Context: an optimization exercise on an open-source flow, tuned for small area, a short achievable clock period and few clock cycles per item. The choices shown serve that exercise and are no tape-out recipe.
Where RTL was checked, it was by simulation tests only, not by an equivalence proof against the original.
No functional check of the RTL was part of run 1.
Power is estimated from default activity; no workload was simulated.

`flow/design.v`:
```
`default_nettype none
package memWrDma_pkg;
	typedef logic [64-1:0] hostAddr_t;
	typedef logic [32-1:0]  lclAddr_t;
	typedef logic [64-1:0]  line_t;
	typedef logic [31:0]             cfgData_t;
	typedef logic [31:0]             byteCnt_t;
	typedef logic [12-1:0]   pload_t;
	typedef logic [10-1:0]   dwLen_t;
	typedef logic [7:0]              tag_t;
	typedef logic [15:0]             reqId_t;
	typedef struct packed {
		hostAddr_t hostBase;
		lclAddr_t  lclBase;
		byteCnt_t  byteCnt;
	} xferCfg_t;
	typedef struct packed {
		hostAddr_t hostAddr;
		lclAddr_t  lclAddr;
		pload_t    pload;    
		dwLen_t    dwLen;
		tag_t      tag;
	} pktDesc_t;
	typedef enum logic [1:0] {SEG_IDLE, SEG_ISSUE, SEG_WAIT} segState_t;
	typedef enum logic [1:0] {FRM_IDLE, FRM_HDR0, FRM_HDR1, FRM_DATA} frmState_t;
endpackage
`default_nettype wire
`default_nettype none
module memWrDma
#(
	parameter int DEPTH = 5
)
(
	input  wire                           i_CfgClk,
	input  wire                           i_ARst,
	input  wire                           i_CfgCyc,
	input  wire                           i_CfgStb,
	input  wire                           i_CfgWnR,
	input  wire [3:0]                     i_CfgAddr,
	input  wire memWrDma_pkg::cfgData_t   i_CfgWrData,
	output logic                          o_CfgAck,
	output memWrDma_pkg::cfgData_t        o_CfgRdData,
	input  wire memWrDma_pkg::pload_t     i_MaxPload,
	input  wire memWrDma_pkg::reqId_t     i_RequesterId,
	output logic                          o_MemRd,
	output memWrDma_pkg::lclAddr_t        o_MemRdAddr,
	input  wire                           i_MemReady,
	input  wire                           i_MemDv,
	input  wire memWrDma_pkg::line_t      i_MemRdData,
	output logic                          o_AstTxDv,
	output logic                          o_AstTxSop,
	output logic                          o_AstTxEop,
	output memWrDma_pkg::line_t           o_AstTxData,
	input  wire                           i_AstTxReady
);
	localparam int PW = $clog2(DEPTH);
	typedef enum logic [2:0] {S_IDLE, S_HDR0, S_HDR1, S_DATA, S_TAIL} frmState_t;
	logic [31:0] ctrlReg;
	logic [63:0] hostBase;
	logic [31:0] lclBase;
	logic        busy;
	logic        busyNext;
	logic        cfgWr;
	logic        xferWr;
	logic        start;
	assign cfgWr  = i_CfgCyc & i_CfgStb & i_CfgWnR & ~o_CfgAck;
	assign xferWr = cfgWr & ~busy;
	assign start  = xferWr && (i_CfgAddr == 4'h7) && ctrlReg[0] && (i_CfgWrData[31:3] != '0);
	always_ff @(posedge i_CfgClk or posedge i_ARst)
	begin
		if (i_ARst)
		begin
			o_CfgAck <= 1'b0;
			ctrlReg  <= '0;
			hostBase <= '0;
			lclBase  <= '0;
		end
		else
		begin
			o_CfgAck <= i_CfgCyc & i_CfgStb & ~o_CfgAck;
			if (cfgWr && (i_CfgAddr == 4'h0))
				ctrlReg <= i_CfgWrData;
			if (xferWr && (i_CfgAddr == 4'h4))
				hostBase[31:0] <= i_CfgWrData;
			if (xferWr && (i_CfgAddr == 4'h5))
				hostBase[63:32] <= i_CfgWrData;
			if (xferWr && (i_CfgAddr == 4'h6))
				lclBase <= i_CfgWrData;
		end
	end
	frmState_t   state;
	logic [28:0] remLines;     
	logic [3:0]  lineOff;      
	logic [24:0] hostMid;      
	logic        crossed;      
	logic        is4Dw;        
	logic [7:0]  tagCnt;
	logic [31:0] hostHi;
	logic        remOne;
	logic        lastInPkt;
	logic [4:0]  pktLines;
	logic [4:0]  bndLines;
	assign hostHi    = hostBase[63:32] + {31'd0, crossed};
	assign remOne    = (remLines == 29'd1);
	assign lastInPkt = (lineOff == 4'hF) || remOne;
	assign bndLines  = 5'd16 - {1'b0, lineOff};
	assign pktLines  = ((remLines[28:5] == '0) && (remLines[4:0] < bndLines)) ? remLines[4:0] : bndLines;
	memWrDma_pkg::line_t fifoMem [DEPTH];
	logic [PW-1:0] wrIdx;
	logic [PW-1:0] rdIdx;
	logic          wrPh;
	logic          rdPh;
	logic          fifoEmpty;
	logic          headOk;
	memWrDma_pkg::line_t head;
	assign fifoEmpty = (wrIdx == rdIdx) && (wrPh == rdPh);
	assign headOk    = ~fifoEmpty | i_MemDv;
	assign head      = fifoEmpty ? i_MemRdData : fifoMem[rdIdx];
	always_ff @(posedge i_CfgClk)
	begin
		if (i_MemDv)
			fifoMem[wrIdx] <= i_MemRdData;
	end
	logic        load;
	logic        beatOk;
	logic        pop;
	logic        nbSop;
	logic        nbEop;
	logic [63:0] nbData;
	frmState_t   nbState;
	logic [31:0] heldDw;
	assign load = ~o_AstTxDv | i_AstTxReady;
	always_comb
	begin
		beatOk  = 1'b0;
		pop     = 1'b0;
		nbSop   = 1'b0;
		nbEop   = 1'b0;
		nbData  = head;
		nbState = state;
		case (state)
			S_HDR0:
			begin
				beatOk  = 1'b1;
				nbSop   = 1'b1;
				nbData  = {i_RequesterId, tagCnt, 8'hFF,
					3'b010 | {2'b00, is4Dw}, 5'd0, 8'd0, 6'd0, 4'd0, pktLines, 1'b0};
				nbState = S_HDR1;
			end
			S_HDR1:
				if (is4Dw)
				begin
					beatOk  = 1'b1;
					nbData  = {hostMid, lineOff, hostBase[2:0], hostHi};
					nbState = S_DATA;
				end
				else
				begin
					beatOk  = headOk;
					pop     = 1'b1;
					nbData  = {head[31:0], hostMid, lineOff, hostBase[2:0]};
					nbState = lastInPkt ? S_TAIL : S_DATA;
				end
			S_DATA:
				if (is4Dw)
				begin
					beatOk  = headOk;
					pop     = 1'b1;
					nbEop   = lastInPkt;
					nbData  = head;
					nbState = lastInPkt ? (remOne ? S_IDLE : S_HDR0) : S_DATA;
				end
				else
				begin
					beatOk  = headOk;
					pop     = 1'b1;
					nbData  = {head[31:0], heldDw};
					nbState = lastInPkt ? S_TAIL : S_DATA;
				end
			S_TAIL:
			begin
				beatOk  = 1'b1;
				nbEop   = 1'b1;
				nbData  = {32'd0, heldDw};
				nbState = (remLines == '0) ? S_IDLE : S_HDR0;
			end
			default: ;
		endcase
	end
	logic doLoad;
	logic doPop;
	assign doLoad = load & beatOk;
	assign doPop  = doLoad & pop;
	assign busyNext = start | (busy & ~((state == S_IDLE) & load));
	always_ff @(posedge i_CfgClk or posedge i_ARst)
	begin
		if (i_ARst)
		begin
			state     <= S_IDLE;
			busy      <= 1'b0;
			o_AstTxDv <= 1'b0;
			tagCnt    <= '0;
			rdIdx     <= '0;
			wrIdx     <= '0;
			rdPh      <= 1'b0;
			wrPh      <= 1'b0;
		end
		else
		begin
			busy <= busyNext;
			if (i_MemDv)
			begin
				wrIdx <= (wrIdx == PW'(DEPTH - 1)) ? '0 : wrIdx + 1'b1;
				if (wrIdx == PW'(DEPTH - 1))
					wrPh <= ~wrPh;
			end
			if (start)
				state <= S_HDR0;
			else if (doLoad)
				state <= nbState;
			if (load)
				o_AstTxDv <= beatOk;
			if (doLoad && (state == S_HDR0))
				tagCnt <= tagCnt + 1'b1;
			if (doPop)
			begin
				rdIdx <= (rdIdx == PW'(DEPTH - 1)) ? '0 : rdIdx + 1'b1;
				if (rdIdx == PW'(DEPTH - 1))
					rdPh <= ~rdPh;
			end
		end
	end
	always_ff @(posedge i_CfgClk)
	begin
		if (doLoad)
		begin
			o_AstTxData <= nbData;
			o_AstTxSop  <= nbSop;
			o_AstTxEop  <= nbEop;
		end
		if (doPop)
			heldDw <= head[63:32];
		if (!busy)
		begin
			remLines <= i_CfgWrData[31:3];
			lineOff  <= hostBase[6:3];
			hostMid  <= hostBase[31:7];
			crossed  <= 1'b0;
			is4Dw    <= |hostBase[63:32];
		end
		else if (doPop)
		begin
			remLines <= remLines - 1'b1;
			lineOff  <= lineOff + 1'b1;
			if (lineOff == 4'hF)
			begin
				hostMid <= hostMid + 1'b1;
				if (&hostMid)
				begin
					crossed <= 1'b1;
					is4Dw   <= ~&hostBase[63:32];
				end
			end
		end
	end
	logic [PW:0]  pend;      
	logic [28:0]  rdAddr;
	logic         memAcc;
	logic         moreAfter;
	logic         roomAfter;
	assign memAcc = o_MemRd & i_MemReady;
	assign moreAfter = memAcc ? ({1'b0, remLines} > 30'(pend) + 30'd1)
	                          : ({1'b0, remLines} > 30'(pend));
	assign roomAfter = (memAcc && !doPop) ? (pend < (PW+1)'(DEPTH - 1))
	                 : (!memAcc && doPop) ? 1'b1
	                 : (pend < (PW+1)'(DEPTH));
	assign o_MemRdAddr = {rdAddr, lclBase[2:0]};
	always_ff @(posedge i_CfgClk or posedge i_ARst)
	begin
		if (i_ARst)
		begin
			o_MemRd <= 1'b0;
			pend    <= '0;
		end
		else
		begin
			if (start)
				o_MemRd <= 1'b1;
			else
				o_MemRd <= busy & moreAfter & roomAfter;
			case ({memAcc, doPop})
				2'b10:   pend <= pend + 1'b1;
				2'b01:   pend <= pend - 1'b1;
				default: ;
			endcase
		end
	end
	always_ff @(posedge i_CfgClk)
	begin
		if (!busy)
			rdAddr <= lclBase[31:3];
		else if (memAcc)
			rdAddr <= rdAddr + 1'b1;
	end
	always_ff @(posedge i_CfgClk)
	begin
		case (i_CfgAddr)
			4'h0:     o_CfgRdData <= ctrlReg;
			4'h1:     o_CfgRdData <= {30'd0, ~busyNext, busyNext};
			4'h4: o_CfgRdData <= hostBase[31:0];
			4'h5: o_CfgRdData <= hostBase[63:32];
			4'h6:    o_CfgRdData <= lclBase;
			4'h7:      o_CfgRdData <= busyNext ? {remLines, 3'd0} : '0;
			default:           o_CfgRdData <= '0;
		endcase
	end
endmodule
`default_nettype wire
```
`flow/flow/run.sh`:
```
#!/bin/bash
# Standard layout, with the smallest buffer on every input and output port
# and timing repair aimed below the clock period
set -euo pipefail
export BUFFER_PORTS_ARGS="-buffer_cell sky130_fd_sc_hd__buf_1"
export SETUP_SLACK_MARGIN=5.4
bash standard.sh > flow_make.log 2>&1
```
`flow/standard.sh`:
```
#!/bin/bash
# synth_recipe.tcl (not shown) runs the flow's synth.tcl, then flattens the netlist and writes it again
# the make line also repeats each setting of config.mk as NAME=value (left out here)
make -C /OpenROAD-flow-scripts/flow DESIGN_CONFIG=/design/flow/config.mk WORK_HOME=/design/flow/orfs CLKGATE_MAP_FILE= SYNTH_SCRIPT=/design/flow/synth_recipe.tcl "${@:-finish}"
```
`flow/config.mk`:
```
export PLATFORM = sky130hd
export DESIGN_NAME = memWrDma
export DESIGN_NICKNAME = memWrDma
export VERILOG_FILES = /design/flow/design.v
export SDC_FILE = /design/flow/constraint.sdc
export NUM_CORES = 4
export LEC_CHECK = 0
export ABC_CLOCK_PERIOD_IN_PS = 2500
export CAP_MARGIN = 20
export CORE_MARGIN = 2
export CORE_UTILIZATION = 40
export CTS_BUF_LIST = sky130_fd_sc_hd__clkbuf_4 sky130_fd_sc_hd__clkbuf_8
export CTS_CLUSTER_DIAMETER = 50
export CTS_CLUSTER_SIZE = 16
export SLEW_MARGIN = 20
```
`flow/constraint.sdc`:
```
create_clock -name core_clock -period 8.0 [get_ports {i_CfgClk}]
set_input_delay 1.6000 -clock core_clock [delete_from_list [all_inputs] [get_ports {i_CfgClk}]]
set_output_delay 1.6000 -clock core_clock [all_outputs]
set_load 0.01 [all_outputs]
```
==> flow_metrics.env, run 1 <==
export IMPL_final_hold_viol_count=0
export IMPL_hp_start="crossed"
export IMPL_die_w_um=285.3
export IMPL_clock_skew_ps=52.24
export IMPL_finalSetupViolations=0
export IMPL_first_pass_iters=8
export IMPL_critical_path_arrival_ps=3640
export IMPL_rsz0062_at_grt="true"
export IMPL_syn_area_per_cell_sq_um=13.03
export IMPL_crit_path_end_kind="flip-flop"
export IMPL_drive_gt1_share_pct=29.83
export IMPL_r2r_start="state[1]"
export IMPL_detailed_place_hpwl_mm=63.05
export IMPL_leakage_nw=14.36
export IMPL_crit_start="i_MemDv"
export IMPL_grt_usage_pct=24.33
export IMPL_combPwrFrac_pct=34.4
export IMPL_areaGrowthSynthToFinish_pct=23.20
export IMPL_dp_worst_setup_slack_ps=3320
export IMPL_grt_max_degree=156
export IMPL_row_count=103
export IMPL_antenna_found_initial=8
export IMPL_setup_tns_ps=0
export IMPL_dr_total_vias=23060
export IMPL_cap_violations=0
export IMPL_place_inst=3620
export IMPL_crit_path_max_incr_delay_ps=270
export IMPL_yosysUniqueCellTypes=65
export IMPL_stdcell_count=3926
export IMPL_worstSkewPairLatency_ps=740
export IMPL_wl_mm=102.3
export IMPL_max_clock_freq_ghz=0.3311
export IMPL_dieArea_sq_um=81420
export IMPL_p_clk_share_pct=22.7
export IMPL_ys_warnings_count=1
export IMPL_cts_root_buf="clkbuf_8"
export IMPL_period_minus_slack_ps=3021
export IMPL_path_class="in -> reg"
export IMPL_pin_count=269
export IMPL_wl_per_cell_um=26.05
export IMPL_synth_top_area_cell="edfxtp_1"
export IMPL_gp_congestion=0.8970
export IMPL_antenna_left=0
export IMPL_numPortBuffers=256
export IMPL_vias_per_cell=5.873
export IMPL_layout_nets=2979
export IMPL_postCtsHoldBufs=0
export IMPL_hold_path_class="reg -> reg"
export IMPL_cts_tree="done"
export IMPL_netlist_area_leader_share_pct=47.99
export IMPL_clk_pin_slew_ps=90
export IMPL_critPathLaunchType="input port"
export IMPL_crit_chain="buf_12 > mux2i_1 > o211ai_1 > buf_4 > o2111ai_4 > bufinv_16 > ha_4 > ha_4 > a21o_1 > a21oi_2 > xnor2_1 > nor2_1 > xnor2_1"
export IMPL_total_power_w=0.01226
export IMPL_max_slew_margin_rel_pct=36.72
export IMPL_synth_edff_count=506
export IMPL_worstPathMaxFanout=3
export IMPL_netSwitchingFraction_pct=36.17
export IMPL_cts_buffers=79
export IMPL_maxSlewViolCount=0
export IMPL_worstMarginPinSlew_ps=949.3
export IMPL_dominantRegCellSynth="edfxtp_1"
export IMPL_yosys_register_bits=694
export IMPL_worst_slack_ps=4979
export IMPL_dieHeight_um=285.3
export IMPL_p_sw_w=0.004436
export IMPL_overflow=0
export IMPL_grt_pass1_wl_mm=148.3
export IMPL_synth_nets=2600
export IMPL_drtIter0Drc=2841
export IMPL_vdd_drop_max_v=0.0001759
export IMPL_worstPathRequired_ps=8620
export IMPL_async_flop_share_pct=22.33
export IMPL_cts_sinks=694
export IMPL_yosysSeqAreaShare_pct=62.33
export IMPL_syn_area_sq_um=31660
export IMPL_initial_core_util_pct=40.28
export IMPL_intPower_w=0.007829
export IMPL_core_area_sq_um=78610
export IMPL_synth_area_leaders="edfxtp_1 (48%), dfrtp_1 (12%), mux4_2 (4.6%), mux2_1 (2.6%), a21oi_1 (2.5%)"
export IMPL_n_fill_cell=6848
export IMPL_post_route_period_util_pct=37.76
export IMPL_final_core_util_pct=49.62
export IMPL_first_global_vias=22410
export IMPL_power_density_nw_per_um2=314.4
export IMPL_p_seq_share_pct=42.9
export IMPL_htreeDepth=3
export IMPL_synthCells=2430
export IMPL_clockBufferDepth=3
export IMPL_status="timing/DRC/antenna clean"
export IMPL_slowest_stage="o2111ai_4"
export IMPL_drc=0
[layout by cell type, fill, tap and decap left out, drive strengths merged, types with 56 or more instances in the layout]
cell type / count
a21oi: 158
a222oi: 56
buf: 350
clkbuf: 177
dfrtp: 155
edfxtp: 506
inv: 71
mux2: 135
mux2i: 71
mux4: 64
nand2: 207
nand3: 75
nor2: 171
o21ai: 168
xnor2: 66
xor2: 58
[what timing repair did]
item                                    CTS  global route
pin swaps                                38            39
gates resized for setup                 226           195
endpoints found under the setup margin  752           466
setup buffers                           102            40
cloned                                   15             1
[cells in the mapped netlist, drive strengths merged (9+ instances only)]
| library cell | n |
|---|---|
| nand2 | 207 |
| clkbuf | 127 |
| inv | 42 |
| edfxtp | 506 |
| mux2 | 135 |
| nor4 | 25 |
| mux4 | 64 |
| xor2 | 58 |
| buf | 28 |
| o21ai | 167 |
| a211oi | 20 |
| and3 | 15 |
| nand3 | 75 |
| dfxtp | 33 |
| nor3 | 29 |
| nand2b | 17 |
| or4 | 9 |
| a222oi | 56 |
| dfrtp | 155 |
| mux2i | 71 |
| a21boi | 15 |
| xnor2 | 66 |
| and4 | 16 |
| a221oi | 14 |
| nand4 | 32 |
| a21oi | 158 |
| ha | 33 |
| nor2 | 169 |
[worst max-delay path: cells and delay by family]
| kind | cells | cell delay, ps |
|---|---|---|
| adders and majority gates | 2 | 380 |
| xor gates and xnor gates | 2 | 300 |
| buffers and inverters | 3 | 490 |
| muxes | 1 | 140 |
| AOI/OAI and AO/OA | 4 | 660 |
| and+or+nand+nor | 1 | 80 |
[logic make-up (layout without fill, tap and decap cells)]
logic type	after synthesis	in the layout	synth area share [%]
AOI/OAI and AO/OA	490	493	9.745
xor gates and xnor gates	124	124	3.430
adders and majority gates	34	34	1.367
buffers and inverters	197	633	2.387
DFF	694	694	62.33
muxes	270	270	11.60
other	0	3	0
and+or+nand+nor	621	625	9.144
[power by group through the flow]
stage	clock, W	combinational (W)	sequential (W)
2_1_floorplan	0	0.00224	0.00521
3_3_place_gp	0	0.00332	0.00535
3_5_place_dp	0	0.00338	0.00538
4_1_cts	0.00283	0.00400	0.00524
5_1_grt	0.00298	0.00446	0.00532
6_report	0.00278	0.00422	0.00526
[flip-flops by register name, indices dropped and copies added (netlist names), 3 cells and up]
| signal | cells |
|---|---|
| o_AstTxData | 64 |
| rdAddr | 29 |
| state | 3 |
| pend | 4 |
| lclBase | 32 |
| heldDw | 32 |
| rdIdx | 3 |
| ctrlReg | 32 |
| lineOff | 4 |
| hostMid | 25 |
| tagCnt | 8 |
| fifoMem | 320 |
| hostBase | 64 |
| o_CfgRdData | 32 |
| wrIdx | 3 |
| remLines | 29 |
[stage by stage]
| step | area [sq um] | hold slack (ps) |
|---|---|---|
| 2_1_floorplan | 32620 | 432.5 |
| 3_3_place_gp | 34450 | 426.3 |
| 3_5_place_dp | 34450 | 440.4 |
| 4_1_cts | 38230 | 480.0 |
| 5_1_grt | 39000 | 500.1 |
| 6_report | 39010 | 476.1 |
[metal layers]
layer / track usage, % / up-vias / part of all wire, %
li1: - / 10040 / -
met1: 33.20 / 11670 / 41
met2: 38.26 / 1129 / 46
met3: 4.992 / 214 / 8.6
met4: 9.529 / 10 / 3.9
met5: 0 / - / 0.063
[layout make-up]
class                   count  area (sq um)  share of cell area, %
well taps                1050          1314                  3.368
repair buffers            444          3312                  8.491
flip-flops and latches    694         19790                  50.74
multi-input cells        1546         12540                  32.16
inverters                  42         192.7                 0.4940
clock buffers              85          1139                  2.919
diodes                      3         7.507                0.01925
repair inverters            2         17.52                0.04491
clock inverters            60         688.2                  1.764
[final timing paths]
check / end / slack, ps / cells past startpoint
max reg2reg: pend[3] / 5170 / 13
min reg2reg: crossed / 480 / 2
min: crossed / 480 / 2
min in group asynchronous: lclBase[22] / 1090 / 3
max in group asynchronous: busy / 6100 / 3
max: pend[3] / 4980 / 13
==> inputs of run 2 (changes only) <==
--- a/flow/design.v
+++ b/flow/design.v
@@ -263,24 +263,33 @@
 			end
 		end
 	end
-	logic [PW:0]  pend;      
+	logic [DEPTH-1:0] pendT;
+	logic [15:0]  pendX;
 	logic [28:0]  rdAddr;
 	logic         memAcc;
+	logic         remBig;
+	logic [3:0]   remLo;
+	logic         more0;     
+	logic         more1;     
 	logic         moreAfter;
 	logic         roomAfter;
 	assign memAcc = o_MemRd & i_MemReady;
-	assign moreAfter = memAcc ? ({1'b0, remLines} > 30'(pend) + 30'd1)
-	                          : ({1'b0, remLines} > 30'(pend));
-	assign roomAfter = (memAcc && !doPop) ? (pend < (PW+1)'(DEPTH - 1))
+	assign pendX  = 16'(pendT);
+	assign remBig = |remLines[28:4];
+	assign remLo  = remLines[3:0];
+	assign more0  = remBig | ((remLo != 4'd0) && !pendX[remLo - 4'd1]);
+	assign more1  = remBig | ((remLo > 4'd1) && !pendX[remLo - 4'd2]);
+	assign moreAfter = memAcc ? more1 : more0;
+	assign roomAfter = (memAcc && !doPop) ? !pendT[DEPTH-2]
 	                 : (!memAcc && doPop) ? 1'b1
-	                 : (pend < (PW+1)'(DEPTH));
+	                 : !pendT[DEPTH-1];
 	assign o_MemRdAddr = {rdAddr, lclBase[2:0]};
 	always_ff @(posedge i_CfgClk or posedge i_ARst)
 	begin
 		if (i_ARst)
 		begin
 			o_MemRd <= 1'b0;
-			pend    <= '0;
+			pendT   <= '0;
 		end
 		else
 		begin
@@ -289,8 +298,8 @@
 			else
 				o_MemRd <= busy & moreAfter & roomAfter;
 			case ({memAcc, doPop})
-				2'b10:   pend <= pend + 1'b1;
-				2'b01:   pend <= pend - 1'b1;
+				2'b10:   pendT <= {pendT[DEPTH-2:0], 1'b1};
+				2'b01:   pendT <= {1'b0, pendT[DEPTH-1:1]};
 				default: ;
 			endcase
 		end
==> flow/flow/run.sh (replaced) <==
#!/bin/bash
# Standard layout, with the smallest buffer on every input and output port
set -euo pipefail
export BUFFER_PORTS_ARGS="-buffer_cell sky130_fd_sc_hd__buf_1"
bash standard.sh > flow_make.log 2>&1
==> flow/config.mk (replaced) <==
export PLATFORM = sky130hd
export DESIGN_NAME = memWrDma
export DESIGN_NICKNAME = memWrDma
export VERILOG_FILES = /design/flow/design.v
export SDC_FILE = /design/flow/constraint.sdc
export NUM_CORES = 4
export LEC_CHECK = 0
export ABC_CLOCK_PERIOD_IN_PS = 3000
export CAP_MARGIN = 20
export CORE_MARGIN = 2
export CORE_UTILIZATION = 55
export CTS_BUF_LIST = sky130_fd_sc_hd__clkbuf_4 sky130_fd_sc_hd__clkbuf_8
export CTS_CLUSTER_DIAMETER = 50
export CTS_CLUSTER_SIZE = 16
export SETUP_SLACK_MARGIN = 5
export SLEW_MARGIN = 20
==> flow_metrics.env, run 2 <==
export IMPL_r2r_cells=7
export IMPL_critPathLaunchType="flip-flop"
export IMPL_wl_mm=92.69
export IMPL_synthTopCellsByCount="edfxtp_1 (506), nor2_1 (174), mux2_2 (160), dfrtp_1 (156), a21oi_1 (140)"
export IMPL_drc=0
export IMPL_dieHeight_um=244.6
export IMPL_muxShareOfSynthArea_pct=11.48
export IMPL_vdd_drop_max_v=0.0002823
export IMPL_endpoint="o_AstTxData[5]"
export IMPL_synth_edff_count=506
export IMPL_worstMarginPinSlew_ps=1072
export IMPL_syn_area_per_cell_sq_um=13.38
export IMPL_worstPathRequired_ps=8370
export IMPL_leakage_nw=12.85
export IMPL_cts_root_buf="clkbuf_8"
export IMPL_yosys_cell_count_top_type="edfxtp_1"
export IMPL_first_global_vias=21040
export IMPL_clockBufferDepth=3
export IMPL_slowest_stage="dfrtp_4"
export IMPL_synth_top_area_cell="edfxtp_1"
export IMPL_pin_count=269
export IMPL_cts_sinks=695
export IMPL_finalSetupViolations=0
export IMPL_yosysSeqAreaShare_pct=62.08
export IMPL_cpLargestDelayFamily="multiplexers"
export IMPL_htreeDepth=3
export IMPL_final_cell_mix="edfxtp_1 (506), buf_1 (255), nor2_1 (170), mux2_2 (160), dfrtp_1 (149)"
export IMPL_yosysUniqueCellTypes=88
export IMPL_numPortBuffers=256
export IMPL_n_fill_cell=4580
export IMPL_crit_path_end_kind="flip-flop"
export IMPL_initial_core_util_pct=55.37
export IMPL_ys_warnings_count=1
export IMPL_crit_path_max_incr_delay_ps=510
export IMPL_core_area_sq_um=57480
export IMPL_hold_path_class="reg -> reg"
export IMPL_overflow=0
export IMPL_vias_per_cell=6.405
export IMPL_crit_chain="buf_8 > buf_12 > mux4_2 > mux2_2 > mux2_4 > a221oi_2 > o211ai_1"
export IMPL_path_class="reg -> reg"
export IMPL_yosys_register_bits=695
export IMPL_reg2reg_to="o_AstTxData[5]"
export IMPL_final_common_cell="edfxtp_1"
export IMPL_dominantRegCellSynth="edfxtp_1"
export IMPL_drtIter0Drc=2493
export IMPL_grt_max_degree=88
export IMPL_syn_area_sq_um=31830
export IMPL_row_count=88
export IMPL_path_buf_inv=2
export IMPL_period_minus_slack_ps=3005
export IMPL_synth_fa_ha_area_share_pct=0.8649
export IMPL_r2r_start="rdIdx[1]"
export IMPL_critical_path_arrival_ps=3370
export IMPL_rrSetupSlack_ps=5000
export IMPL_async_flop_share_pct=22.45
export IMPL_layout_nets=2764
export IMPL_largest_reg_flops=320
export IMPL_clk_pin_slew_ps=90
export IMPL_synth_area_leaders="edfxtp_1 (48%), dfrtp_1 (12%), mux2_2 (5.7%), mux4_2 (4.0%), a21oi_1 (2.2%)"
export IMPL_fin_area_sq_um=35610
export IMPL_drive_gt1_share_pct=18.17
export IMPL_top_register="fifoMem"
export IMPL_rsz0062_at_grt="true"
export IMPL_worstSkewPairLatency_ps=680
export IMPL_synth_top_family_by_area="multiplexers"
export IMPL_clock_skew_ps=31.65
export IMPL_post_route_period_util_pct=37.56
export IMPL_maxSlewViolCount=0
export IMPL_wl_per_cell_um=27.02
export IMPL_cts_tree="done"
export IMPL_max_clock_freq_ghz=0.3328
export IMPL_status="timing/DRC/antenna clean"
export IMPL_top_regs="fifoMem x320, hostBase x64, o_AstTxData x64"
export IMPL_final_hold_viol_count=0
export IMPL_hp_start="o_CfgAck"
export IMPL_setup_tns_ps=0
export IMPL_dieArea_sq_um=59810
export IMPL_synth_xor_area_share_pct=3.110
export IMPL_cts_buffers=73
export IMPL_max_slew_margin_rel_pct=27.80
export IMPL_cap_violations=0
export IMPL_worstPathMaxFanout=26
export IMPL_grt_pass1_wl_mm=137.5
export IMPL_antenna_left=0
export IMPL_detailed_place_hpwl_mm=61.70
export IMPL_die_w_um=244.6
export IMPL_synthCells=2379
export IMPL_dr_total_vias=21970
export IMPL_first_pass_iters=8
export IMPL_grt_usage_pct=30.85
export IMPL_gp_congestion=0.8977
export IMPL_dpl_cell_area_sq_um=33620
export IMPL_netlist_area_leader_share_pct=47.74
export IMPL_synth_compound_area_share_pct=10.40
export IMPL_areaGrowthSynthToFinish_pct=11.88
export IMPL_worst_path_stages=7
export IMPL_synthSimpleGateAreaFrac_pct=9.007
export IMPL_synth_nets=2537
export IMPL_crit_start="rdIdx[1]"
export IMPL_antenna_found_initial=3
export IMPL_postCtsHoldBufs=0
export IMPL_power_density_nw_per_um2=313.5
## run 2: changes by cell type after synthesis, moves of 33 or more
cell     change
a221o_1     +38
inv_1       +33
mux2_1      -73
mux2_2      +99
nand2_1     -86
o21ai_1     -68
## run 2: metal layers
layer	GRT usage [%]	wire [um]	share of wire [%]
met4	8.124	2028	2.2
met1	45.54	39460	43
met3	3.940	7387	8.0
met5	0	13	0.014
met2	48.74	43800	47
## run 2: through the flow
stage	power, W	std cells	util (%)	setup slack (ps)	hold WS [ps]
floorplan	0.007351	2379	-	4246	440.6
global placement	0.008511	3277	58.50	3648	431.8
detailed placement	0.008575	3277	58.50	3553	441.6
CTS	0.01119	3426	61.83	5004	456.0
global route	0.01164	3431	61.96	4928	492.7
finish	0.01116	3431	61.96	4995	453.9
## run 2: cells by family (layout without fill, tap and decap cells)
family	after synthesis	after routing
compound gates	471	472
xor+xnor	113	113
fa+ha+maj	22	22
buf+inv	236	520
flops	695	695
mux	265	265
other cells	0	2
simple gates	577	577
## run 2: layout make-up
type	instances	area, sq um	share of cell area, %
Antenna cell	2	5.005	0.01405
Clock buffer	81	1096	3.078
Clock inverter	52	509.2	1.430
Inverter	73	302.8	0.8503
Multi-Input combinational cell	1449	11450	32.16
Sequential cell	695	19780	55.56
Tap cell	765	957.2	2.688
Timing Repair Buffer	312	1493	4.192
Timing Repair inverter	2	12.51	0.03514
## run 2: report_power, final
part / switching [W] / total, W / internal (W)
sequential: 0.000466 / 0.00527 / 0.00480
combinational: 0.00201 / 0.00336 / 0.00136
clock: 0.00141 / 0.00253 / 0.00112
total: 0.00388 / 0.0112 / 0.00728
## run 2: worst register-to-register path: stages, from the launching register on
cell	delay (ps)
dfrtp_4	510
buf_8	280
buf_12	290
mux4_2	320
mux2_2	270
mux2_4	310
a221oi_2	470
o211ai_1	250
## run 2: how the worst min path moves through the flow
| stage | slack [ps] | cells past startpoint | end |
|---|---|---|---|
| after floorplan | 440 | 1 | tagCnt[7] |
| after CTS | 460 | 1 | o_CfgAck |
| final | 450 | 1 | o_CfgAck |
| after global placement | 430 | 1 | o_CfgAck |
| after global routing | 490 | 1 | o_CfgAck |
| after detailed placement | 440 | 1 | o_CfgAck |
## run 2: repair_timing
item	in CTS	in global routing
gates cloned	3	0
gates resized for setup	51	11
pin swaps	6	4
setup endpoints to repair	398	134
setup buffers	13	3
Testbench counts of run 2, summed over its fixed seeds: cycles 40,842, bytes 198,928.
==> inputs of run 3 (changes only) <==
--- a/flow/design.v
+++ b/flow/design.v
@@ -28,7 +28,7 @@
 `default_nettype none
 module memWrDma
 #(
-	parameter int DEPTH = 5
+	parameter int DEPTH = 6
 )
 (
 	input  wire                           i_CfgClk,
--- a/flow/config.mk
+++ b/flow/config.mk
@@ -8,7 +8,7 @@
 export ABC_CLOCK_PERIOD_IN_PS = 3000
 export CAP_MARGIN = 20
 export CORE_MARGIN = 2
-export CORE_UTILIZATION = 55
+export CORE_UTILIZATION = 40
 export CTS_BUF_LIST = sky130_fd_sc_hd__clkbuf_4 sky130_fd_sc_hd__clkbuf_8
 export CTS_CLUSTER_DIAMETER = 50
 export CTS_CLUSTER_SIZE = 16
==> flow_metrics.env, run 3 <==
export IMPL_status="timing/DRC/antenna clean"
export IMPL_hold_ws_ps=461.1
export IMPL_yosysSeqAreaShare_pct=64.89
export IMPL_netSwitchingFraction_pct=37.54
export IMPL_drive_gt1_share_pct=18.05
export IMPL_yosysUniqueCellTypes=73
export IMPL_power_density_nw_per_um2=331.6
export IMPL_clock_skew_ps=61.36
export IMPL_cts_tree="done"
export IMPL_numPortBuffers=256
export IMPL_dpl_cell_area_sq_um=35650
export IMPL_antenna_left=0
export IMPL_p_seq_share_pct=45.3
export IMPL_worstMarginPinSlew_ps=1275
export IMPL_first_pass_iters=9
export IMPL_top_usage_layer="met2"
export IMPL_max_slew_margin_rel_pct=14.08
export IMPL_row_count=106
export IMPL_worstPathMaxFanout=1
export IMPL_maxSlewViolCount=0
export IMPL_antenna_found_initial=6
export IMPL_top_register="fifoMem"
export IMPL_synthTopCellsByCount="edfxtp_1 (570), nand2_1 (216), nor2_1 (172), dfrtp_1 (157), o21ai_0 (138)"
export IMPL_layout_nets=2870
export IMPL_first_global_vias=21660
export IMPL_combPwrFrac_pct=32.8
export IMPL_yosys_cell_count_top_type="edfxtp_1"
export IMPL_p_clk_share_pct=21.8
export IMPL_hp_start="o_CfgAck"
export IMPL_vias_per_cell=5.811
export IMPL_drtIter0Drc=2755
export IMPL_synth_edff_count=570
export IMPL_n_fill_cell=7492
export IMPL_post_route_period_util_pct=37.78
export IMPL_vdd_drop_max_v=0.0001960
export IMPL_path_buf_inv=1
export IMPL_rsz0062_at_grt="true"
export IMPL_core_area_sq_um=83290
export IMPL_drc=0
export IMPL_setup_tns_ps=0
export IMPL_clk_pin_slew_ps=100
export IMPL_worst_slack_ps=4978
export IMPL_synth_nets=2598
export IMPL_fin_area_sq_um=38140
export IMPL_final_common_cell="edfxtp_1"
export IMPL_cts_sinks=760
export IMPL_syn_area_sq_um=33450
export IMPL_intPower_w=0.007899
export IMPL_wl_mm=99.11
export IMPL_final_hold_viol_count=0
export IMPL_largest_reg_flops=384
export IMPL_critPathLaunchType="flip-flop"
export IMPL_r2r_cells=8
export IMPL_top_regs="fifoMem x384, hostBase x64, o_AstTxData x64"
export IMPL_die_w_um=293.2
export IMPL_overflow=0
export IMPL_cts_root_buf="clkbuf_8"
export IMPL_pin_count=269
export IMPL_async_flop_share_pct=20.66
export IMPL_max_clock_freq_ghz=0.3309
export IMPL_path_class="reg -> out"
export IMPL_crit_chain="buf_1"
export IMPL_synthSimpleGateAreaFrac_pct=8.510
export IMPL_dp_worst_setup_slack_ps=3791
export IMPL_use_met1_pct=32.08
export IMPL_grt_pass1_wl_mm=144.3
export IMPL_synth_compound_area_share_pct=9.250
export IMPL_final_cell_mix="edfxtp_1 (570), buf_1 (251), nand2_1 (214), nor2_1 (162), dfrtp_1 (148)"
export IMPL_grt_max_degree=158
export IMPL_cpLargestDelayFamily="flip-flops"
export IMPL_synth_xor_area_share_pct=3.221
export IMPL_netlist_area_leader_share_pct=51.17
export IMPL_dieArea_sq_um=85950
export IMPL_period_minus_slack_ps=3022
export IMPL_areaGrowthSynthToFinish_pct=14.02
export IMPL_worstSkewPairLatency_ps=750
export IMPL_finalSetupViolations=0
export IMPL_cap_violations=0
export IMPL_gr_usage_met3_pct=3.517
export IMPL_reg2reg_to="pendT[5]"
export IMPL_r2r_start="rdIdx[2]"
export IMPL_detailed_place_hpwl_mm=64.29
export IMPL_gp_congestion=0.8929
export IMPL_clockBufferDepth=3
export IMPL_synthCells=2444
export IMPL_yosys_register_bits=760
export IMPL_global_route_usage_met2_pct=35.20
export IMPL_grt_usage_pct=22.61
export IMPL_synth_fa_ha_area_share_pct=0.6733
export IMPL_htreeDepth=3
export IMPL_p_sw_w=0.004748
export IMPL_postCtsHoldBufs=0
export IMPL_crit_path_end_kind="output pin"
export IMPL_dr_total_vias=22470
export IMPL_wl_per_cell_um=25.64
export IMPL_hold_path_class="reg -> reg"
export IMPL_synth_area_leaders="edfxtp_1 (51%), dfrtp_1 (12%), mux4_2 (4.4%), mux2_2 (4.4%), nand2_1 (2.4%)"
export IMPL_worstPathRequired_ps=6400
export IMPL_slowest_stage="edfxtp_1"
export IMPL_ys_warnings_count=1
export IMPL_rrSetupSlack_ps=5030
export IMPL_critical_path_arrival_ps=1420
export IMPL_synth_top_family_by_area="multiplexers"
export IMPL_cts_buffers=81
export IMPL_syn_area_per_cell_sq_um=13.69
export IMPL_holdPathStages=1
export IMPL_dominantRegCellSynth="edfxtp_1"
export IMPL_dieHeight_um=293.2
export IMPL_initial_core_util_pct=40.16
export IMPL_muxShareOfSynthArea_pct=11.25
export IMPL_synth_top_area_cell="edfxtp_1"
export IMPL_crit_path_max_incr_delay_ps=510
export IMPL_leakage_nw=13.42
export IMPL_holdPathEnd="o_CfgAck"
==> run 3: changes by cell type after synthesis, sizes merged, moves of 18 or more <==
cell,change
mux2,-33
edfxtp,+64
o21ai,+57
a21oi,-18
nor4,-24
inv,-46
a221o,-28
nand2,+96
mux2i,+40
a22oi,+55
xor2,+24
==> run 3: final cells by class <==
| type | count | area (sq um) | share of cell area [%] |
|---|---|---|---|
| inverter | 27 | 107.6 | 0.2821 |
| timing repair buffer | 340 | 1784 | 4.678 |
| sequential | 760 | 21730 | 56.97 |
| clock buffer | 89 | 1187 | 3.113 |
| clock inverter | 59 | 576.8 | 1.512 |
| tap | 1080 | 1351 | 3.543 |
| antenna | 5 | 12.51 | 0.03281 |
| multi-input combinational | 1506 | 11390 | 29.87 |
==> run 3: power groups by stage <==
| stage | Clock (W) | Sequential [W] | Combinational [W] |
|---|---|---|---|
| 6_report | 0.00276 | 0.00573 | 0.00415 |
| 2_1_floorplan | 0 | 0.00571 | 0.00234 |
| 3_5_place_dp | 0 | 0.00595 | 0.00370 |
| 5_1_grt | 0.00296 | 0.00580 | 0.00438 |
| 3_3_place_gp | 0 | 0.00591 | 0.00365 |
| 4_1_cts | 0.00281 | 0.00575 | 0.00405 |
==> run 3: logic make-up after synthesis <==
logic type,count (synthesis)
flip-flops,760
adder cells (fa/ha/maj),18
XOR/XNOR,123
AND/OR/NAND/NOR,613
multiplexers,277
buffers and inverters,180
AO/OA/AOI/OAI,473
==> run 3: worst max-delay path by stage <==
stage                           to      startpoint  cells past startpoint  slack [ps]
floorplan               hostMid[0]    i_AstTxReady                      7        4260
global placement       hostMid[15]         i_MemDv                      5        3790
detailed placement     hostMid[16]         i_MemDv                      5        3790
CTS                 o_AstTxData[0]  o_AstTxData[0]                      1        4960
global route        o_AstTxData[3]  o_AstTxData[3]                      1        4970
finish              o_AstTxData[0]  o_AstTxData[0]                      1        4980
==> run 3: timing repair <==
item | in CTS | in global routing
buffers inserted | 34 | 13
pin swaps | 6 | 7
endpoints found under the setup margin | 525 | 223
resized for setup | 27 | 28
cloned | 3 | 0
==> run 3: metrics by stage <==
stage | cells | power (W) | util (%)
2_1_floorplan | 2444 | 0.008048 | -
3_3_place_gp | 3662 | 0.009563 | 42.79
3_5_place_dp | 3663 | 0.009656 | 42.80
4_1_cts | 3848 | 0.01262 | 45.51
5_1_grt | 3864 | 0.01314 | 45.78
6_report | 3866 | 0.01265 | 45.79
==> run 3: per-layer routing <==
layer  share of wire [%]  wire length, um  up-vias
li1                    -                -     9901
met5               0.038               38        -
met4                 3.5             3466        4
met2                  47            46250     1023
met3                 8.0             7901      158
met1                  42            41450    11380
Testbench counts of run 3, summed over its fixed seeds: cycles 38,242, bytes 198,928.
==> inputs of run 4 (changes only) <==
--- a/flow/design.v
+++ b/flow/design.v
@@ -28,7 +28,7 @@
 `default_nettype none
 module memWrDma
 #(
-	parameter int DEPTH = 6
+	parameter int DEPTH = 5
 )
 (
 	input  wire                           i_CfgClk,
==> flow_metrics.env, run 4 <==
export IMPL_dr_total_vias=22400
export IMPL_wl_per_cell_um=25.88
export IMPL_drc=0
export IMPL_ys_warnings_count=1
export IMPL_overflow=0
export IMPL_worstMarginPinSlew_ps=987.8
export IMPL_routed_top_layer="met5"
export IMPL_synth_nets=2537
export IMPL_synth_top_area_cell="edfxtp_1"
export IMPL_htreeDepth=3
export IMPL_syn_area_sq_um=31830
export IMPL_crit_chain="buf_6"
export IMPL_cap_violations=0
export IMPL_yosysUniqueCellTypes=88
export IMPL_critical_path_arrival_ps=1410
export IMPL_crit_path_end_kind="output pin"
export IMPL_clk_pin_slew_ps=100
export IMPL_path_class="reg -> out"
export IMPL_layout_nets=2806
export IMPL_clock_skew_ps=42.24
export IMPL_post_route_period_util_pct=37.61
export IMPL_first_pass_iters=8
export IMPL_async_flop_share_pct=22.45
export IMPL_reg2reg_to="o_AstTxData[5]"
export IMPL_cts_tree="done"
export IMPL_clockBufferDepth=3
export IMPL_detailed_place_hpwl_mm=65.09
export IMPL_yosys_register_bits=695
export IMPL_drive_gt1_share_pct=19.87
export IMPL_setup_tns_ps=0
export IMPL_synthCells=2379
export IMPL_path_buf_inv=1
export IMPL_worstPathRequired_ps=6400
export IMPL_n_fill_cell=7115
export IMPL_crit_start="o_AstTxData[31]"
export IMPL_dominantRegCellSynth="edfxtp_1"
export IMPL_numPortBuffers=256
export IMPL_worstPathMaxFanout=1
export IMPL_synthTopCellsByCount="edfxtp_1 (506), nor2_1 (174), mux2_2 (160), dfrtp_1 (156), a21oi_1 (140)"
export IMPL_dieArea_sq_um=81840
export IMPL_vdd_drop_max_v=0.0002518
export IMPL_syn_area_per_cell_sq_um=13.38
export IMPL_multi_input_area_sq_um=11410
export IMPL_largest_reg_flops=320
export IMPL_hold_path_class="reg -> reg"
export IMPL_worst_path_stages=1
export IMPL_maxSlewViolCount=0
export IMPL_critPathLaunchType="flip-flop"
export IMPL_rrSetupSlack_ps=5040
export IMPL_status="timing/DRC/antenna clean"
export IMPL_top_regs="fifoMem x320, hostBase x64, o_AstTxData x64"
export IMPL_antenna_left=0
export IMPL_drtIter0Drc=2741
export IMPL_endpoint="o_AstTxData[31]"
export IMPL_grt_usage_pct=23.32
export IMPL_route_met2_wl_mm=46.08
export IMPL_period_minus_slack_ps=3009
export IMPL_cts_buffers=84
export IMPL_cts_root_buf="clkbuf_8"
export IMPL_cts_sinks=695
export IMPL_gp_congestion=0.8970
export IMPL_max_clock_freq_ghz=0.3324
export IMPL_initial_core_util_pct=40.35
export IMPL_core_area_sq_um=78870
export IMPL_final_common_cell="edfxtp_1"
export IMPL_grt_max_degree=100
export IMPL_dp_worst_setup_slack_ps=3648
export IMPL_final_hold_viol_count=0
export IMPL_synth_edff_count=506
export IMPL_wl_met1_mm=40.75
export IMPL_dieHeight_um=286.1
export IMPL_crit_path_max_incr_delay_ps=510
export IMPL_row_count=103
export IMPL_worstSkewPairLatency_ps=730
export IMPL_wl_mm=97.66
export IMPL_postCtsHoldBufs=0
export IMPL_finalSetupViolations=0
export IMPL_final_cell_mix="edfxtp_1 (506), buf_1 (250), nor2_1 (170), mux2_2 (160), dfrtp_1 (148)"
export IMPL_cpLargestDelayFamily="flip-flops"
export IMPL_vias_per_cell=5.936
export IMPL_netlist_area_leader_share_pct=47.74
export IMPL_top_register="fifoMem"
export IMPL_grt_pass1_wl_mm=143.4
export IMPL_yosys_cell_count_top_type="edfxtp_1"
export IMPL_rsz0062_at_grt="true"
export IMPL_yosysSeqAreaShare_pct=62.08
export IMPL_route_met3_wl_mm=8.127
export IMPL_r2r_start="rdIdx[1]"
export IMPL_max_slew_margin_rel_pct=34.15
export IMPL_regArea_sq_um=19780
export IMPL_pin_count=269
export IMPL_areaGrowthSynthToFinish_pct=14.93
export IMPL_antenna_found_initial=10
export IMPL_die_w_um=286.1
export IMPL_power_density_nw_per_um2=317.6
export IMPL_synth_area_leaders="edfxtp_1 (48%), dfrtp_1 (12%), mux2_2 (5.7%), mux4_2 (4.0%), a21oi_1 (2.2%)"
export IMPL_r2r_cells=6
export IMPL_slowest_stage="edfxtp_1"
export IMPL_leakage_nw=13.19
export IMPL_first_global_vias=21750
export IMPL_worst_slack_ps=4991
==> run 4: cell count changes after synthesis, moves of 28 or more <==
cell | before | now
nand2_1 | 216 | 121
mux2_2 | 130 | 160
a221o_1 | 18 | 46
a22oi_1 | 63 | 8
mux2i_1 | 79 | 39
o21ai_0 | 138 | 76
edfxtp_1 | 570 | 506
inv_1 | 25 | 71
==> run 4: cell families after synthesis <==
| family | Yosys count | share of synthesized area (%) |
|---|---|---|
| AO/OA/AOI/OAI | 471 | 10.40 |
| XOR/XNOR | 113 | 3.110 |
| buffers and inverters | 236 | 3.062 |
| AND/OR/NAND/NOR | 577 | 9.007 |
| adder cells (fa/ha/maj) | 22 | 0.8649 |
| flip-flops | 695 | 62.08 |
| multiplexers | 265 | 11.48 |
==> run 4: through the flow <==
step	cells	total power (W)	util, %	hold WS, ps	cell area (sq um)
after floorplan	2379	0.007351	-	440.6	32100
final	3774	0.01162	46.38	454.2	36580
after detailed placement	3561	0.008633	43.05	437.9	33950
after global routing	3773	0.01213	46.38	493.4	36580
after CTS	3745	0.01165	46.04	457.5	36310
after global placement	3561	0.008551	43.05	432.0	33950
==> run 4: how the worst min path moves through the flow <==
stage,start,to,cells after the start
floorplan,tagCnt[7],tagCnt[7],1
global placement,o_CfgAck,o_CfgAck,1
detailed placement,o_CfgAck,o_CfgAck,1
CTS,o_CfgAck,o_CfgAck,1
global route,tagCnt[7],tagCnt[7],1
finish,o_CfgAck,o_CfgAck,1
==> run 4: cell type report <==
| class | instances | share of cell area [%] |
|---|---|---|
| Sequential cell | 695 | 54.08 |
| Multi-Input combinational cell | 1451 | 31.19 |
| Timing Repair Buffer | 342 | 4.850 |
| Tap cell | 1050 | 3.592 |
| Clock buffer | 91 | 3.338 |
| Clock inverter | 65 | 2.080 |
| Inverter | 73 | 0.8141 |
| Antenna cell | 6 | 0.04105 |
| Timing Repair inverter | 1 | 0.01368 |
==> run 4: routing by layer <==
metal  up-vias  GRT usage (%)
li1       9803              -
met1     11350          32.34
met2      1084          37.22
met3       156          4.514
met4         6          7.003
met5         -              0
==> run 4: report_power, final <==
group | switching [W] | total, W | internal [W]
clock | 0.00157 | 0.00289 | 0.00132
sequential | 0.000459 | 0.00526 | 0.00480
combinational | 0.00207 | 0.00346 | 0.00140
==> run 4: what timing repair did <==
item / 4_1_cts / 5_1_grt
buffers inserted: 26 / 20
resized for setup: 43 / 17
setup endpoints to repair: 406 / 235
hold endpoints to repair: 0 / 0
pin swaps: 4 / 4
cloned: 2 / 2
Testbench counts of run 4, summed over its fixed seeds: cycles 40,842, bytes 198,928.
==> inputs of run 5 (changes only) <==
==> flow/flow/run.sh (replaced) <==
#!/bin/bash
# Standard layout, with the smallest buffer on every input and output port
# and timing repair aimed below the clock period
set -euo pipefail
export BUFFER_PORTS_ARGS="-buffer_cell sky130_fd_sc_hd__buf_1"
export SETUP_SLACK_MARGIN=5.25
bash standard.sh > flow_make.log 2>&1
--- a/flow/config.mk
+++ b/flow/config.mk
@@ -12,5 +12,4 @@
 export CTS_BUF_LIST = sky130_fd_sc_hd__clkbuf_4 sky130_fd_sc_hd__clkbuf_8
 export CTS_CLUSTER_DIAMETER = 50
 export CTS_CLUSTER_SIZE = 16
-export SETUP_SLACK_MARGIN = 5
 export SLEW_MARGIN = 20
==> flow_metrics.env, run 5 <==
export IMPL_clock_skew_ps=54.11
export IMPL_cap_violations=0
export IMPL_gp_congestion=0.8910
export IMPL_worstPathMaxFanout=1
export IMPL_power_density_nw_per_um2=313.0
export IMPL_status="timing/DRC/antenna clean"
export IMPL_cpLargestDelayFamily="flip-flops"
export IMPL_yosys_cell_count_top_type="edfxtp_1"
export IMPL_antenna_found_initial=6
export IMPL_row_count=103
export IMPL_syn_area_per_cell_sq_um=13.38
export IMPL_worst_path_stages=1
export IMPL_wl_mm=103.4
export IMPL_synth_top_area_cell="edfxtp_1"
export IMPL_critPathLaunchType="flip-flop"
export IMPL_antenna_left=0
export IMPL_stdcell_count=3835
export IMPL_async_flop_share_pct=22.45
export IMPL_grt_usage_pct=24.38
export IMPL_worstMarginPinSlew_ps=1076
export IMPL_endpoint="o_AstTxData[36]"
export IMPL_ys_warnings_count=1
export IMPL_path_buf_inv=1
export IMPL_synth_edff_count=506
export IMPL_numPortBuffers=256
export IMPL_clockBufferDepth=3
export IMPL_core_area_sq_um=78870
export IMPL_hold_path_class="reg -> reg"
export IMPL_cts_root_buf="clkbuf_8"
export IMPL_final_common_cell="edfxtp_1"
export IMPL_worstPathRequired_ps=6400
export IMPL_crit_start="o_AstTxData[36]"
export IMPL_largest_reg_flops=320
export IMPL_grt_max_degree=157
export IMPL_worstSkewPairLatency_ps=740
export IMPL_dr_total_vias=22930
export IMPL_syn_area_sq_um=31830
export IMPL_yosysSeqAreaShare_pct=62.08
export IMPL_post_route_period_util_pct=38.09
export IMPL_cts_tree="done"
export IMPL_vias_per_cell=5.978
export IMPL_die_w_um=286.1
export IMPL_dieHeight_um=286.1
export IMPL_hold_ws_ps=488.8
export IMPL_leakage_nw=14.24
export IMPL_drtIter0Drc=2828
export IMPL_detailed_place_hpwl_mm=66.55
export IMPL_synthSimpleGateAreaFrac_pct=9.007
export IMPL_finalSetupViolations=0
export IMPL_yosys_register_bits=695
export IMPL_synth_area_leaders="edfxtp_1 (48%), dfrtp_1 (12%), mux2_2 (5.7%), mux4_2 (4.0%), a21oi_1 (2.2%)"
export IMPL_areaGrowthSynthToFinish_pct=19.96
export IMPL_final_hold_viol_count=0
export IMPL_synth_fa_ha_area_share_pct=0.8649
export IMPL_pin_count=269
export IMPL_rrSetupSlack_ps=5260
export IMPL_critical_path_arrival_ps=1450
export IMPL_overflow=0
export IMPL_vdd_drop_max_v=0.0001738
export IMPL_top_register="fifoMem"
export IMPL_path_class="reg -> out"
export IMPL_wl_per_cell_um=26.96
export IMPL_top_regs="fifoMem x320, hostBase x64, o_AstTxData x64"
export IMPL_layout_nets=2872
export IMPL_muxShareOfSynthArea_pct=11.48
export IMPL_crit_chain="buf_1"
export IMPL_r2r_start="rdIdx[0]"
export IMPL_synthCells=2379
export IMPL_postCtsHoldBufs=0
export IMPL_place_inst=3555
export IMPL_period_minus_slack_ps=3047
export IMPL_htreeDepth=3
export IMPL_dpl_cell_area_sq_um=34360
export IMPL_first_pass_iters=8
export IMPL_fin_area_sq_um=38180
export IMPL_max_slew_margin_rel_pct=27.72
export IMPL_crit_path_end_kind="output pin"
export IMPL_initial_core_util_pct=40.35
export IMPL_cts_buffers=80
export IMPL_synth_nets=2537
export IMPL_cts_sinks=695
export IMPL_drc=0
export IMPL_rsz0062_at_grt="true"
export IMPL_netlist_area_leader_share_pct=47.74
export IMPL_synth_xor_area_share_pct=3.110
export IMPL_dieArea_sq_um=81840
export IMPL_drive_gt1_share_pct=27.41
export IMPL_grt_pass1_wl_mm=148.9
export IMPL_setup_tns_ps=0
export IMPL_clk_pin_slew_ps=90
export IMPL_first_global_vias=22100
export IMPL_crit_path_max_incr_delay_ps=530
export IMPL_yosysUniqueCellTypes=88
export IMPL_max_clock_freq_ghz=0.3282
export IMPL_reg2reg_to="o_AstTxData[26]"
export IMPL_slowest_stage="edfxtp_1"
export IMPL_synth_top_family_by_area="multiplexers"
export IMPL_synthTopCellsByCount="edfxtp_1 (506), nor2_1 (174), mux2_2 (160), dfrtp_1 (156), a21oi_1 (140)"
export IMPL_r2r_cells=7
export IMPL_dominantRegCellSynth="edfxtp_1"
export IMPL_final_cell_mix="edfxtp_1 (506), nor2_1 (169), dfrtp_1 (149), a21oi_1 (140), buf_1 (129)"
export IMPL_maxSlewViolCount=0
export IMPL_synth_compound_area_share_pct=10.40
-- run 5: cell counts after synthesis --
No cell type changed its count.
-- run 5: logic make-up (layout without fill, tap and decap cells) --
group,after synthesis,in the layout
buffers and inverters,236,634
other,0,5
XOR/XNOR,113,113
flip-flops,695,695
multiplexers,265,265
AND/OR/NAND/NOR,577,579
AO/OA/AOI/OAI,471,472
adder cells (fa/ha/maj),22,22
-- run 5: cell type report --
class	instances	area, sq um
Timing Repair Buffer	409	2823
Multi-Input combinational cell	1451	11950
Inverter	73	309.0
Antenna cell	5	12.51
Tap cell	1050	1314
Fill cell	6907	40690
Sequential cell	695	19810
Timing Repair inverter	4	30.03
Clock inverter	59	754.5
Clock buffer	89	1175
-- run 5: how the worst min path moves through the flow --
stage	from	endpoint	slack, ps	depth (start not counted)
after floorplan	tagCnt[7]	tagCnt[7]	440	1
after global placement	o_CfgAck	o_CfgAck	430	1
after detailed placement	tagCnt[7]	tagCnt[7]	460	1
after CTS	o_CfgAck	o_CfgAck	470	1
after global routing	tagCnt[7]	tagCnt[7]	510	1
final	tagCnt[7]	tagCnt[7]	490	1
-- run 5: worst register-to-register path: cells and delay by family (launching register included) --
| family | cells | cell delay [ps] |
|---|---|---|
| buffers and inverters | 2 | 320 |
| DFF | 1 | 550 |
| muxes | 3 | 960 |
| AOI/OAI and AO/OA | 2 | 630 |
-- run 5: layer usage --
layer	vias to the layer above	track usage, %	wire [um]
met3	142	4.195	8769
li1	9916	-	-
met4	4	7.853	2785
met5	-	0	27
met1	11750	34.30	43220
met2	1113	38.50	48590
-- run 5: power breakdown --
group	switching, W	internal, W
Sequential	0.000511	0.00480
Combinational	0.00209	0.00163
Clock	0.00153	0.00138
-- run 5: stage by stage --
stage,power [W],utilization (%),worst slack [ps]
floorplan,0.007393,-,4246
global placement,0.008530,43.56,3808
detailed placement,0.008603,43.56,3935
CTS,0.01175,47.47,4946
global route,0.01243,48.40,4945
finish,0.01195,48.41,4953
-- run 5: repair_timing --
item / 4_1_cts / 5_1_grt
gates cloned: 7 / 5
setup buffers: 69 / 45
resized for setup: 149 / 126
pin swaps: 15 / 12
endpoints found under the setup margin: 808 / 266
==> inputs of run 6 (changes only) <==
--- a/flow/design.v
+++ b/flow/design.v
@@ -28,7 +28,7 @@
 `default_nettype none
 module memWrDma
 #(
-	parameter int DEPTH = 5
+	parameter int DEPTH = 6
 )
 (
 	input  wire                           i_CfgClk,
==> flow/flow/run.sh (replaced) <==
#!/bin/bash
# Standard layout, with the smallest buffer on every input and output port
set -euo pipefail
export BUFFER_PORTS_ARGS="-buffer_cell sky130_fd_sc_hd__buf_1"
bash standard.sh > flow_make.log 2>&1
--- a/flow/config.mk
+++ b/flow/config.mk
@@ -8,8 +8,10 @@
 export ABC_CLOCK_PERIOD_IN_PS = 3000
 export CAP_MARGIN = 20
 export CORE_MARGIN = 2
-export CORE_UTILIZATION = 40
+export CORE_UTILIZATION = 50
 export CTS_BUF_LIST = sky130_fd_sc_hd__clkbuf_4 sky130_fd_sc_hd__clkbuf_8
 export CTS_CLUSTER_DIAMETER = 50
 export CTS_CLUSTER_SIZE = 16
+export PLACE_DENSITY = 0.75
+export SETUP_SLACK_MARGIN = 5
 export SLEW_MARGIN = 20
==> flow_metrics.env, run 6 <==
export IMPL_status="timing/DRC/antenna clean"
export IMPL_finalSetupViolations=0
export IMPL_cts_sinks=760
export IMPL_core_area_sq_um=65980
export IMPL_dr_total_vias=22930
export IMPL_netSwitchingFraction_pct=36.73
export IMPL_final_hold_viol_count=0
export IMPL_vias_per_cell=6.339
export IMPL_leakage_nw=13.26
export IMPL_ys_warnings_count=1
export IMPL_detailed_place_hpwl_mm=61.80
export IMPL_syn_area_sq_um=33450
export IMPL_layout_nets=2850
export IMPL_stdcell_count=3618
export IMPL_antenna_found_initial=10
export IMPL_cts_root_buf="clkbuf_8"
export IMPL_gp_congestion=0.9363
export IMPL_period_minus_slack_ps=3021
export IMPL_clock_skew_ps=50.85
export IMPL_final_cell_mix="edfxtp_1 (570), buf_1 (254), nand2_1 (214), nor2_1 (163), dfrtp_1 (149)"
export IMPL_antenna_left=0
export IMPL_path_buf_inv=2
export IMPL_synth_nets=2598
export IMPL_critPathLaunchType="input port"
export IMPL_clk_pin_slew_ps=100
export IMPL_synthTopCellsByCount="edfxtp_1 (570), nand2_1 (216), nor2_1 (172), dfrtp_1 (157), o21ai_0 (138)"
export IMPL_top_regs="fifoMem x384, hostBase x64, o_AstTxData x64"
export IMPL_synth_area_leaders="edfxtp_1 (51%), dfrtp_1 (12%), mux4_2 (4.4%), mux2_2 (4.4%), nand2_1 (2.4%)"
export IMPL_worstMarginPinSlew_ps=1245
export IMPL_power_density_nw_per_um2=330.9
export IMPL_vdd_drop_max_v=0.0002285
export IMPL_setup_tns_ps=0
export IMPL_postCtsHoldBufs=0
export IMPL_largest_reg_flops=384
export IMPL_crit_path_end_kind="flip-flop"
export IMPL_worstPathRequired_ps=8550
export IMPL_grt_usage_pct=26.95
export IMPL_top_register="fifoMem"
export IMPL_synthCells=2444
export IMPL_wl_mm=94.85
export IMPL_multi_input_area_sq_um=11360
export IMPL_overflow=0
export IMPL_drtIter0Drc=3125
export IMPL_rsz0062_at_grt="true"
export IMPL_crit_path_max_incr_delay_ps=530
export IMPL_hold_ws_ps=463.4
export IMPL_worstPathMaxFanout=29
export IMPL_cts_buffers=72
export IMPL_syn_area_per_cell_sq_um=13.69
export IMPL_dieHeight_um=262.7
export IMPL_p_clk_share_pct=21.2
export IMPL_place_inst=3448
export IMPL_yosys_cell_count_top_type="edfxtp_1"
export IMPL_slowest_stage="nor4_2"
export IMPL_first_global_vias=22090
export IMPL_path_class="in -> reg"
export IMPL_grt_max_degree=100
export IMPL_n_fill_cell=5179
export IMPL_netlist_area_leader_share_pct=51.17
export IMPL_combPwrFrac_pct=32.5
export IMPL_intPower_w=0.007857
export IMPL_die_w_um=262.7
export IMPL_cts_tree="done"
export IMPL_maxSlewViolCount=0
export IMPL_cap_violations=0
export IMPL_cpLargestDelayFamily="simple AND/OR/NAND/NOR gates"
export IMPL_max_clock_freq_ghz=0.3311
export IMPL_clockBufferDepth=3
export IMPL_hold_path_class="reg -> reg"
export IMPL_numPortBuffers=256
export IMPL_grt_pass1_wl_mm=140.2
export IMPL_wl_per_cell_um=26.22
export IMPL_drc=0
export IMPL_total_power_w=0.01242
export IMPL_synth_edff_count=570
export IMPL_max_slew_margin_rel_pct=16.10
export IMPL_final_common_cell="edfxtp_1"
export IMPL_critical_path_arrival_ps=3570
export IMPL_initial_core_util_pct=50.70
export IMPL_row_count=94
export IMPL_dieArea_sq_um=68990
export IMPL_crit_chain="buf_1 > nor4_2 > nand4_1 > o2111ai_4 > a21boi_2 > buf_4 > nand2_1 > nand3_1"
export IMPL_worstSkewPairLatency_ps=730
export IMPL_regArea_sq_um=21730
export IMPL_pin_count=269
export IMPL_first_pass_iters=9
export IMPL_p_sw_w=0.004561
export IMPL_drive_gt1_share_pct=16.82
export IMPL_yosysSeqAreaShare_pct=64.89
export IMPL_yosysUniqueCellTypes=73
export IMPL_areaGrowthSynthToFinish_pct=12.18
export IMPL_htreeDepth=3
export IMPL_async_flop_share_pct=20.66
export IMPL_synth_top_area_cell="edfxtp_1"
export IMPL_p_seq_share_pct=46.3
export IMPL_yosys_register_bits=760
export IMPL_post_route_period_util_pct=37.76
export IMPL_dominantRegCellSynth="edfxtp_1"
==> run 6: kinds of logic after synthesis <==
kind of cell             synth area share [%]
flip-flops                              64.89
AND/OR/NAND/NOR                         8.510
AO/OA/AOI/OAI                           9.250
multiplexers                            11.25
buffers and inverters                   2.203
XOR/XNOR                                3.221
adder cells (fa/ha/maj)                0.6733
==> run 6: final timing paths <==
| check | to | from | cells past startpoint | slack [ps] |
|---|---|---|---|---|
| min | o_CfgAck | o_CfgAck | 1 | 460 |
| max | o_CfgRdData[18] | i_CfgWrData[25] | 8 | 4980 |
| max reg2reg | pendT[5] | rdIdx[2] | 8 | 5010 |
| max in group asynchronous | lclBase[29] | i_ARst | 3 | 6100 |
| min in group asynchronous | pendT[3] | i_ARst | 2 | 830 |
| min reg2reg | o_CfgAck | o_CfgAck | 1 | 460 |
==> run 6: layout make-up <==
cell class / count / share of cell area [%]
antenna: 7 / 0.04668
clock buffer: 82 / 2.908
clock inverter: 43 / 1.340
inverter: 27 / 0.2868
multi-input combinational: 1506 / 30.28
sequential: 760 / 57.90
tap: 864 / 2.881
timing repair buffer: 329 / 4.358
==> run 6: power groups by stage <==
stage	Sequential (W)	Combinational (W)	Clock (W)
final	0.00575	0.00404	0.00263
after global routing	0.00581	0.00423	0.00280
after CTS	0.00573	0.00393	0.00266
after detailed placement	0.00597	0.00360	0
after global placement	0.00592	0.00350	0
after floorplan	0.00571	0.00234	0
==> run 6: timing repair <==
item | 4_1_cts | 5_1_grt
pin swaps | 6 | 3
buffers inserted | 22 | 13
resized for setup | 25 | 21
setup endpoints to repair | 601 | 258
cloned | 2 | 0
==> run 6: through the flow <==
stage               util [%]  setup WS (ps)  cell area [sq um]
floorplan                  -           4263              33640
global placement       53.58           3692              35350
detailed placement     53.59           3646              35360
CTS                    56.56           5004              37320
global route           56.87           4970              37520
finish                 56.87           4979              37520
==> run 6: metal layers <==
metal / track usage (%) / wire (um) / vias up
li1: - / - / 9840
met1: 36.85 / 35860 / 11400
met2: 42.12 / 44260 / 1452
met3: 5.079 / 10010 / 230
met4: 12.35 / 4672 / 8
met5: 0 / 49 / -
Testbench counts of run 6, summed over its fixed seeds: cycles 38,242, bytes 198,928.

[afterwards: timing with drivers on the ports]
The flow's constraints put no driver on any port. The routed layouts listed below were extracted and timed again, unchanged, in two steps.
Step 1: set_driving_cell puts a clkbuf_16 on i_CfgClk and a buf_2 on each other input, an assumption about the parent block.
Step 2 times the ports against the registers' clock, not the clock port: input delays grow and output delays shrink by t, the midpoint of the rising clock arrivals with the driver on.
a / b / c = ideal ports / drivers / drivers and shift; a / b = the first two.
| run | shift t [ns] | slack for setup (ns) | worst hold slack (ns) | worst register clock-pin slew, ns |
|---|---|---|---|---|
| run 1 | 0.780 | 4.979 / 4.923 / 4.176 | 0.476 / 0.476 / 0.476 | 0.10 / 0.10 |
| run 2 | 0.724 | 4.995 / 4.995 / 4.307 | 0.454 / 0.454 / 0.454 | 0.10 / 0.10 |
| run 3 | 0.781 | 4.978 / 4.910 / 4.235 | 0.461 / 0.461 / 0.461 | 0.11 / 0.11 |
| run 4 | 0.770 | 4.991 / 4.926 / 4.314 | 0.454 / 0.454 / 0.454 | 0.10 / 0.10 |
| run 5 | 0.782 | 4.953 / 4.887 / 4.484 | 0.489 / 0.489 / 0.489 | 0.10 / 0.10 |
| run 6 | 0.768 | 4.979 / 4.954 / 4.244 | 0.463 / 0.463 / 0.463 | 0.10 / 0.10 |
After both steps setup and hold are still met in every run listed. For run 1, which loses most, drivers alone change the setup slack by -0.056 ns; drivers and shift together by -0.803 ns.
